From an optimization exercise on the open Yosys and OpenROAD flow, aimed at small area, a short achievable clock period and few clock cycles; shortcuts taken in it are not production practice.
RTL that was checked went through simulation tests only; none was proved equivalent to the original.
The flow treats the clock pin as an ideal source. Dropping or thinning the clock tree relies on that and would not hold on a real chip.

==> job 1295: inputs <==
==> flow/design.v <==
`timescale 1ns / 1ps
package wnm_pkg;
    localparam int MAX_PATTERN = 32;
    localparam int POS_W       = MAX_PATTERN + 1;
    localparam int LEN_W       = $clog2(MAX_PATTERN + 1);
    localparam logic [7:0] ANY_ONE = 8'd63;
    localparam logic [7:0] ANY_RUN = 8'd42;
    localparam logic CMD_LOAD = 1'b0;
    localparam logic CMD_NAME = 1'b1;
    typedef struct packed {
        logic matched;
        logic pattern_overflow;
    } t_result;
endpackage
`timescale 1ns / 1ps
module wnm_cell (
    input  logic       i_clk,
    input  logic       i_shift,
    input  logic [7:0] i_d,
    input  logic [7:0] i_ch,
    output logic [7:0] o_q,
    output logic       o_hit,
    output logic       o_star
);
    logic [7:0] r_byte;
    always_ff @(posedge i_clk) begin
        if (i_shift) begin
            r_byte <= i_d;
        end
    end
    assign o_q    = r_byte;
    assign o_star = (r_byte == wnm_pkg::ANY_RUN);
    assign o_hit  = (r_byte == wnm_pkg::ANY_ONE) || (r_byte == i_ch);
endmodule
`timescale 1ns / 1ps
module wnm_out_skid (
    input  logic             i_clk,
    input  logic             i_rst_n,
    input  logic             i_push,
    input  logic             i_push_next,
    input  wnm_pkg::t_result i_data,
    output logic             o_ready,
    output logic             o_valid,
    input  logic             i_ready,
    output wnm_pkg::t_result o_data
);
    logic    r_out_valid;
    logic    n_out_valid;
    wnm_pkg::t_result r_out;
    wnm_pkg::t_result n_out;
    logic    r_skid_valid;
    logic    n_skid_valid;
    wnm_pkg::t_result r_skid;
    wnm_pkg::t_result n_skid;
    logic    out_free;
    logic    r_ready;
    assign out_free = !r_out_valid || i_ready;
    always_comb begin
        n_out_valid  = r_out_valid;
        n_out        = r_out;
        n_skid_valid = r_skid_valid;
        n_skid       = r_skid;
        if (out_free) begin
            if (r_skid_valid) begin
                n_out_valid  = 1'b1;
                n_out        = r_skid;
                n_skid_valid = i_push;
                n_skid       = i_data;
            end else begin
                n_out_valid  = i_push;
                n_out        = i_data;
            end
        end else if (i_push) begin
            n_skid_valid = 1'b1;
            n_skid       = i_data;
        end
    end
    always_ff @(posedge i_clk) begin
        if (!i_rst_n) begin
            r_out_valid  <= 1'b0;
            r_skid_valid <= 1'b0;
            r_ready      <= 1'b1;
        end else begin
            r_out_valid  <= n_out_valid;
            r_skid_valid <= n_skid_valid;
            r_ready      <= !n_out_valid || (!n_skid_valid && !i_push_next);
        end
    end
    always_ff @(posedge i_clk) begin
        r_out  <= n_out;
        r_skid <= n_skid;
    end
    assign o_ready = r_ready;
    assign o_valid = r_out_valid;
    assign o_data  = r_out;
endmodule
`timescale 1ns / 1ps
module wildcard_name_matcher (
    input  logic       i_clk,
    input  logic       i_rst_n,
    input  logic       i_valid,
    output logic       o_ready,
    input  logic       i_cmd,
    input  logic [7:0] i_ch,
    input  logic       i_last,
    output logic       o_valid,
    input  logic       i_ready,
    output logic       o_matched,
    output logic       o_pattern_overflow
);
    localparam int N  = wnm_pkg::MAX_PATTERN;
    localparam int LW = wnm_pkg::LEN_W;
    logic [LW-1:0]  r_cnt;            
    logic [LW-1:0]  r_len;            
    logic           r_lstar;          
    logic           r_ovf;
    logic           r_load_restart;
    logic           r_name_restart;
    logic [N:0]     r_act;
    logic           in_fire;
    logic           r_in_v;
    logic           r_in_cmd;
    logic [7:0]     r_in_ch;
    logic           r_in_last;
    logic           load_fire;
    logic           name_fire;
    logic           ch_star;
    logic [LW-1:0]  ld_cnt;
    logic [LW-1:0]  ld_len;
    logic           ld_lstar;
    logic           ld_ovf;
    logic           ld_room;
    logic           shift;
    logic [7:0]     d   [N+1];
    logic [N-1:0]   hit;
    logic [N-1:0]   star;
    logic [N:0]     start;
    logic [N:0]     init;
    logic [N:0]     cur;
    logic [N:0]     step;
    logic [N:0]     closed;
    logic           push;
    wnm_pkg::t_result push_data;
    wnm_pkg::t_result out_data;
    assign in_fire = i_valid && o_ready;
    always_ff @(posedge i_clk) begin
        if (!i_rst_n) begin
            r_in_v <= 1'b0;
        end else begin
            r_in_v <= in_fire;
        end
    end
    always_ff @(posedge i_clk) begin
        r_in_cmd  <= i_cmd;
        r_in_ch   <= i_ch;
        r_in_last <= i_last;
    end
    assign load_fire = r_in_v && (r_in_cmd == wnm_pkg::CMD_LOAD);
    assign name_fire = r_in_v && (r_in_cmd == wnm_pkg::CMD_NAME);
    assign ch_star   = (r_in_ch == wnm_pkg::ANY_RUN);
    assign ld_cnt   = r_load_restart ? '0 : r_cnt;
    assign ld_len   = r_load_restart ? '0 : r_len;
    assign ld_lstar = !r_load_restart && r_lstar;
    assign ld_ovf   = !r_load_restart && r_ovf;
    assign ld_room  = (ld_cnt < LW'(N));
    assign shift    = load_fire && ld_room && !(ch_star && ld_lstar);
    assign d[0] = r_in_ch;
    for (genvar i = 0; i < N; i++) begin : g_cell
        wnm_cell u_cell (
            .i_clk   (i_clk),
            .i_shift (shift),
            .i_d     (d[i]),
            .i_ch    (r_in_ch),
            .o_q     (d[i+1]),
            .o_hit   (hit[i]),
            .o_star  (star[i])
        );
    end
    for (genvar q = 0; q <= N; q++) begin : g_pos
        assign start[q] = (r_len == LW'(q));
        if (q < N) begin : g_lo
            assign init[q] = start[q] || (start[q+1] && star[q]);
        end else begin : g_hi
            assign init[q] = start[q];
        end
    end
    assign cur = r_name_restart ? init : r_act;
    for (genvar q = 0; q <= N; q++) begin : g_step
        logic stay;
        logic move;
        if (q > 0) begin : g_stay
            assign stay = cur[q] && star[q-1];
        end else begin : g_nostay
            assign stay = 1'b0;
        end
        if (q < N) begin : g_move
            assign move = cur[q+1] && hit[q];
        end else begin : g_nomove
            assign move = 1'b0;
        end
        assign step[q] = stay || move;
    end
    for (genvar q = 0; q <= N; q++) begin : g_close
        if (q < N) begin : g_lo
            assign closed[q] = step[q] || (step[q+1] && star[q]);
        end else begin : g_hi
            assign closed[q] = step[q];
        end
    end
    assign push                       = name_fire && r_in_last;
    assign push_data.matched          = closed[0];
    assign push_data.pattern_overflow = r_ovf;
    always_ff @(posedge i_clk) begin
        if (!i_rst_n) begin
            r_cnt          <= '0;
            r_len          <= '0;
            r_lstar        <= 1'b0;
            r_ovf          <= 1'b0;
            r_load_restart <= 1'b1;
            r_name_restart <= 1'b1;
        end else if (load_fire) begin
            r_cnt          <= ld_room ? ld_cnt + LW'(1) : ld_cnt;
            r_len          <= shift ? ld_len + LW'(1) : ld_len;
            r_lstar        <= shift ? ch_star : ld_lstar;
            r_ovf          <= ld_ovf || !ld_room;
            r_load_restart <= r_in_last;
            r_name_restart <= 1'b1;
        end else if (name_fire) begin
            r_name_restart <= r_in_last;
        end
    end
    always_ff @(posedge i_clk) begin
        if (name_fire) begin
            r_act <= closed;
        end
    end
    wnm_out_skid u_out (
        .i_clk   (i_clk),
        .i_rst_n (i_rst_n),
        .i_push  (push),
        .i_push_next (in_fire && (i_cmd == wnm_pkg::CMD_NAME) && i_last),
        .i_data  (push_data),
        .o_ready (o_ready),
        .o_valid (o_valid),
        .i_ready (i_ready),
        .o_data  (out_data)
    );
    assign o_matched          = out_data.matched;
    assign o_pattern_overflow = out_data.pattern_overflow;
endmodule
==> flow/run.sh <==
#!/bin/bash
# synth_recipe.tcl (not shown) runs the flow's synth.tcl, then flattens the netlist and writes it again
# the make line also repeats each setting of config.mk as NAME=value (left out here)
make -C /OpenROAD-flow-scripts/flow DESIGN_CONFIG=/design/flow/config.mk WORK_HOME=/design/flow/orfs CLKGATE_MAP_FILE= SYNTH_SCRIPT=/design/flow/synth_recipe.tcl finish
==> flow/config.mk <==
export PLATFORM = sky130hd
export DESIGN_NAME = wildcard_name_matcher
export DESIGN_NICKNAME = wildcard_name_matcher
export VERILOG_FILES = /design/flow/design.v
export SDC_FILE = /design/flow/constraint.sdc
export NUM_CORES = 4
export LEC_CHECK = 0
export CAP_MARGIN = 20
export CORE_MARGIN = 2
export CORE_UTILIZATION = 40
export CTS_BUF_LIST = sky130_fd_sc_hd__clkbuf_8
export CTS_CLUSTER_DIAMETER = 60
export CTS_CLUSTER_SIZE = 18
export SETUP_SLACK_MARGIN = 2.9
export SLEW_MARGIN = 20
==> flow/constraint.sdc <==
create_clock -name core_clock -period 5.0 [get_ports {i_clk}]
set_input_delay 1.0000 -clock core_clock [delete_from_list [all_inputs] [get_ports {i_clk}]]
set_output_delay 1.0000 -clock core_clock [all_outputs]
set_load 0.01 [all_outputs]
==> job 1792 (differences from job 1295) <==
--- a/flow/design.v
+++ b/flow/design.v
@@ -7,2 +7,3 @@
     localparam logic [7:0] ANY_RUN = 8'd42;
+    localparam logic [7:0] CODE_ANY_ONE = 8'h2B;
     localparam logic CMD_LOAD = 1'b0;
@@ -25,2 +26,3 @@
     logic [7:0] r_byte;
+    logic       wild;
     always_ff @(posedge i_clk) begin
@@ -30,5 +32,6 @@
     end
+    assign wild   = (r_byte[7:1] == wnm_pkg::ANY_RUN[7:1]);
     assign o_q    = r_byte;
-    assign o_star = (r_byte == wnm_pkg::ANY_RUN);
-    assign o_hit  = (r_byte == wnm_pkg::ANY_ONE) || (r_byte == i_ch);
+    assign o_star = wild && !r_byte[0];
+    assign o_hit  = (wild && r_byte[0]) || (r_byte == i_ch);
 endmodule
@@ -120,2 +123,4 @@
     logic           in_fire;
+    logic           ch_swap;
+    logic [7:0]     ch_code;
     logic           r_in_v;
@@ -137,6 +142,5 @@
     logic [N:0]     start;
-    logic [N:0]     init;
     logic [N:0]     cur;
+    logic [N:0]     closed;
     logic [N:0]     step;
-    logic [N:0]     closed;
     logic           push;
@@ -145,2 +149,4 @@
     assign in_fire = i_valid && o_ready;
+    assign ch_swap = (i_ch[7:5] == 3'b001) && i_ch[3] && (i_ch[1:0] == 2'b11) && (i_ch[4] == i_ch[2]);
+    assign ch_code = ch_swap ? (i_ch ^ 8'b0001_0100) : i_ch;
     always_ff @(posedge i_clk) begin
@@ -154,3 +160,3 @@
         r_in_cmd  <= i_cmd;
-        r_in_ch   <= i_ch;
+        r_in_ch   <= ch_code;
         r_in_last <= i_last;
@@ -180,9 +186,11 @@
         assign start[q] = (r_len == LW'(q));
+    end
+    assign cur = r_name_restart ? start : r_act;
+    for (genvar q = 0; q <= N; q++) begin : g_close
         if (q < N) begin : g_lo
-            assign init[q] = start[q] || (start[q+1] && star[q]);
+            assign closed[q] = cur[q] || (cur[q+1] && star[q]);
         end else begin : g_hi
-            assign init[q] = start[q];
-        end
-    end
-    assign cur = r_name_restart ? init : r_act;
+            assign closed[q] = cur[q];
+        end
+    end
     for (genvar q = 0; q <= N; q++) begin : g_step
@@ -191,8 +199,8 @@
         if (q > 0) begin : g_stay
-            assign stay = cur[q] && star[q-1];
+            assign stay = closed[q] && (star[q-1] || !name_fire);
         end else begin : g_nostay
-            assign stay = 1'b0;
+            assign stay = closed[q] && !name_fire;
         end
         if (q < N) begin : g_move
-            assign move = cur[q+1] && hit[q];
+            assign move = closed[q+1] && hit[q] && name_fire;
         end else begin : g_nomove
@@ -202,11 +210,7 @@
     end
-    for (genvar q = 0; q <= N; q++) begin : g_close
-        if (q < N) begin : g_lo
-            assign closed[q] = step[q] || (step[q+1] && star[q]);
-        end else begin : g_hi
-            assign closed[q] = step[q];
-        end
+    always_ff @(posedge i_clk) begin
+        r_act <= step;
     end
     assign push                       = name_fire && r_in_last;
-    assign push_data.matched          = closed[0];
+    assign push_data.matched          = step[0] || (step[1] && star[0]);
     assign push_data.pattern_overflow = r_ovf;
@@ -231,17 +235,12 @@
     end
-    always_ff @(posedge i_clk) begin
-        if (name_fire) begin
-            r_act <= closed;
-        end
-    end
     wnm_out_skid u_out (
-        .i_clk   (i_clk),
-        .i_rst_n (i_rst_n),
-        .i_push  (push),
+        .i_clk       (i_clk),
+        .i_rst_n     (i_rst_n),
+        .i_push      (push),
         .i_push_next (in_fire && (i_cmd == wnm_pkg::CMD_NAME) && i_last),
-        .i_data  (push_data),
-        .o_ready (o_ready),
-        .o_valid (o_valid),
-        .i_ready (i_ready),
-        .o_data  (out_data)
+        .i_data      (push_data),
+        .o_ready     (o_ready),
+        .o_valid     (o_valid),
+        .i_ready     (i_ready),
+        .o_data      (out_data)
     );
==> flow/flow/run.sh (new file) <==
#!/bin/bash
# The standard layout (standard.sh), except that the clock tree is built by
# flow/clock_tree.tcl (a root buffer driving one leaf buffer per group of about
# 25 flip-flops) in place of clock_tree_synthesis.
set -euo pipefail
bash standard.sh synth > synth.log 2>&1
bash standard.sh "PRE_CTS_TCL=$PWD/flow/clock_tree.tcl" finish > layout.log 2>&1
==> flow/flow/clock_tree.tcl (new file) <==
# Two-level clock tree built by hand in place of clock_tree_synthesis: the
# flip-flops are split into groups of about GROUP sinks by location (vertical
# strips, cut along y), each group gets a clkbuf_16 leaf at its centroid, and
# one clkbuf_16 root next to the clock port drives every leaf.
set group 25
set block [ord::get_db_block]
set db [ord::get_db]
set clknet [$block findNet i_clk]
set master [$db findMaster sky130_fd_sc_hd__clkbuf_16]
set rootnet [odb::dbNet_create $block "mcts_root"]
$rootnet setSigType CLOCK
set root [odb::dbInst_create $block $master "mcts_root_buf"]
set pbb [[lindex [[$block findBTerm i_clk] getBPins] 0] getBBox]
set core [$block getCoreArea]
set rx [expr {min(max(([$pbb xMin]+[$pbb xMax])/2, [$core xMin]), [$core xMax] - 10000)}]
set ry [expr {min(max(([$pbb yMin]+[$pbb yMax])/2, [$core yMin]), [$core yMax] - 10000)}]
set sinks {}
foreach it [$clknet getITerms] {
  set inst [$it getInst]
  if {[[$inst getMaster] isSequential] || [$it getMTerm] ne "" && [[$it getMTerm] getName] eq "CLK"} {
    set bb [$inst getBBox]
    lappend sinks [list $it [expr {([$bb xMin]+[$bb xMax])/2}] [expr {([$bb yMin]+[$bb yMax])/2}]]
  }
}
set n [llength $sinks]
set ngroups [expr {int(ceil(double($n)/$group))}]
set nstrips [expr {max(1, int(round(sqrt($ngroups))))}]
set sinks [lsort -integer -index 1 $sinks]
set per_strip [expr {int(ceil(double($n)/$nstrips))}]
set gi 0
for {set s 0} {$s < $nstrips} {incr s} {
  set strip [lrange $sinks [expr {$s*$per_strip}] [expr {($s+1)*$per_strip-1}]]
  set strip [lsort -integer -index 2 $strip]
  set m [llength $strip]
  set ng [expr {max(1, int(round(double($m)/$group)))}]
  set per [expr {int(ceil(double($m)/$ng))}]
  for {set g 0} {$g < $ng} {incr g} {
    set mem [lrange $strip [expr {$g*$per}] [expr {($g+1)*$per-1}]]
    if {[llength $mem] == 0} continue
    set sx 0; set sy 0
    foreach e $mem { incr sx [lindex $e 1]; incr sy [lindex $e 2] }
    set cx [expr {$sx / [llength $mem]}]
    set cy [expr {$sy / [llength $mem]}]
    set buf [odb::dbInst_create $block $master "mcts_leaf_$gi"]
    $buf setLocation $cx $cy
    $buf setPlacementStatus PLACED
    set net [odb::dbNet_create $block "mcts_net_$gi"]
    $net setSigType CLOCK
    [$buf findITerm A] connect $rootnet
    [$buf findITerm X] connect $net
    foreach e $mem {
      set it [lindex $e 0]
      $it disconnect
      $it connect $net
    }
    puts "mcts leaf $gi: [llength $mem] sinks at $cx $cy"
    incr gi
  }
}
# the root sits at the middle of its leaves, pulled towards the clock port
set lx 0; set ly 0
for {set i 0} {$i < $gi} {incr i} {
  set bb [[$block findInst "mcts_leaf_$i"] getBBox]
  incr lx [$bb xMin]; incr ly [$bb yMin]
}
set rx [expr {($lx / $gi + $rx) / 2}]
set ry [expr {($ly / $gi + $ry) / 2}]
$root setLocation $rx $ry
$root setPlacementStatus PLACED
[$root findITerm A] connect $clknet
[$root findITerm X] connect $rootnet
puts "mcts root at $rx $ry driving $gi leaves"
detailed_placement

# the tree is built: clock_tree_synthesis only marks the clock propagated
rename clock_tree_synthesis mcts_unused_clock_tree_synthesis
proc clock_tree_synthesis {args} {
  set_propagated_clock [all_clocks]
}
==> flow/standard.sh (new file) <==
#!/bin/bash
# synth_recipe.tcl (not shown) runs the flow's synth.tcl, then flattens the netlist and writes it again
# the make line also repeats each setting of config.mk as NAME=value (left out here)
make -C /OpenROAD-flow-scripts/flow DESIGN_CONFIG=/design/flow/config.mk WORK_HOME=/design/flow/orfs CLKGATE_MAP_FILE= SYNTH_SCRIPT=/design/flow/synth_recipe.tcl "${@:-finish}"
- CORE_UTILIZATION: 40 -> 65
- CTS_BUF_LIST: sky130_fd_sc_hd__clkbuf_8 -> default
- CTS_CLUSTER_DIAMETER: 60 -> default
- CTS_CLUSTER_SIZE: 18 -> default
- PLACE_DENSITY: default -> 0.75
- SETUP_SLACK_MARGIN: 2.9 -> 2.95
removed: flow/run.sh
==> out/results.ini <==
[worst_setup_path]
cp_top_family=simple AND/OR/NAND/NOR gates

[cells_and_area]
fin_cells=1422
drive_above_1_share_pct=7.740

[global_route]
grt_pass1_wl_mm=47.99

[pwr]
design_power_total_w=0.004582

[timing]
timing_worst_slew_pin_value_ns=0.6299

[place]
placed_cells_incl_taps=1388

[status]
run_status=complete, no violations

[yosys]
synthAdderAreaFrac_pct=0.1690

(the above is from job 1792)
==> out/results.ini <==
[place]
hpwl_mm=21.49
placed_cells_incl_taps=1740

[pwr]
seq-power_w=0.00305
design_power_total_w=0.004988
power.group.top=registers

[cells_and_area]
drive_above_1_share_pct=12.86
fin_cells=1801
n_all_inverters=23

[yosys]
synthAdderAreaFrac_pct=0.1585
netlist-cell-type-count=63

[timing]
slew_violations=0
timing_worst_slew_pin_value_ns=0.7983

[global_route]
antenna_found_initial=0

[worst_setup_path]
worst-endpoint-arrival_ns=1.12

[detailed_routing]
routedWlPerCell_um=20.11

[status]
run_status=complete, no violations

(the above is from job 1295)
Testbench counts of job 1792, summed over its fixed seeds: cycles 32,708.
The RTL of job 1295 was laid out without a check of its function. In job 1792 the design's own scripts or RTL, not TritonCTS, make the clock network.

==> what the ideal ports hide <==
The flow's constraints put no driver on any port. The routed layouts listed below were extracted and timed again, unchanged, in two steps. Step 1: set_driving_cell puts a clkbuf_16 on i_clk and a buf_2 on each other input, an assumption about the parent block. Step 2 also shifts input and output timing later by t, the mid clock arrival at the registers, as if the neighbouring blocks saw the same clock. Three values: ideal ports, drivers, drivers and shift; two values: the first two.
run	shift t [ns]	setup WS [ns]	worst register clock-pin slew, ns
job 1295	0.651	2.878 / 2.828 / 2.560	0.12 / 0.12
job 1792	0.489	2.954 / 2.954 / 2.680	0.11 / 0.11
After both steps setup and hold are still met in every run listed. The setup slack of job 1295, which loses most, moves by -0.050 ns with the drivers and by -0.318 ns with both steps.
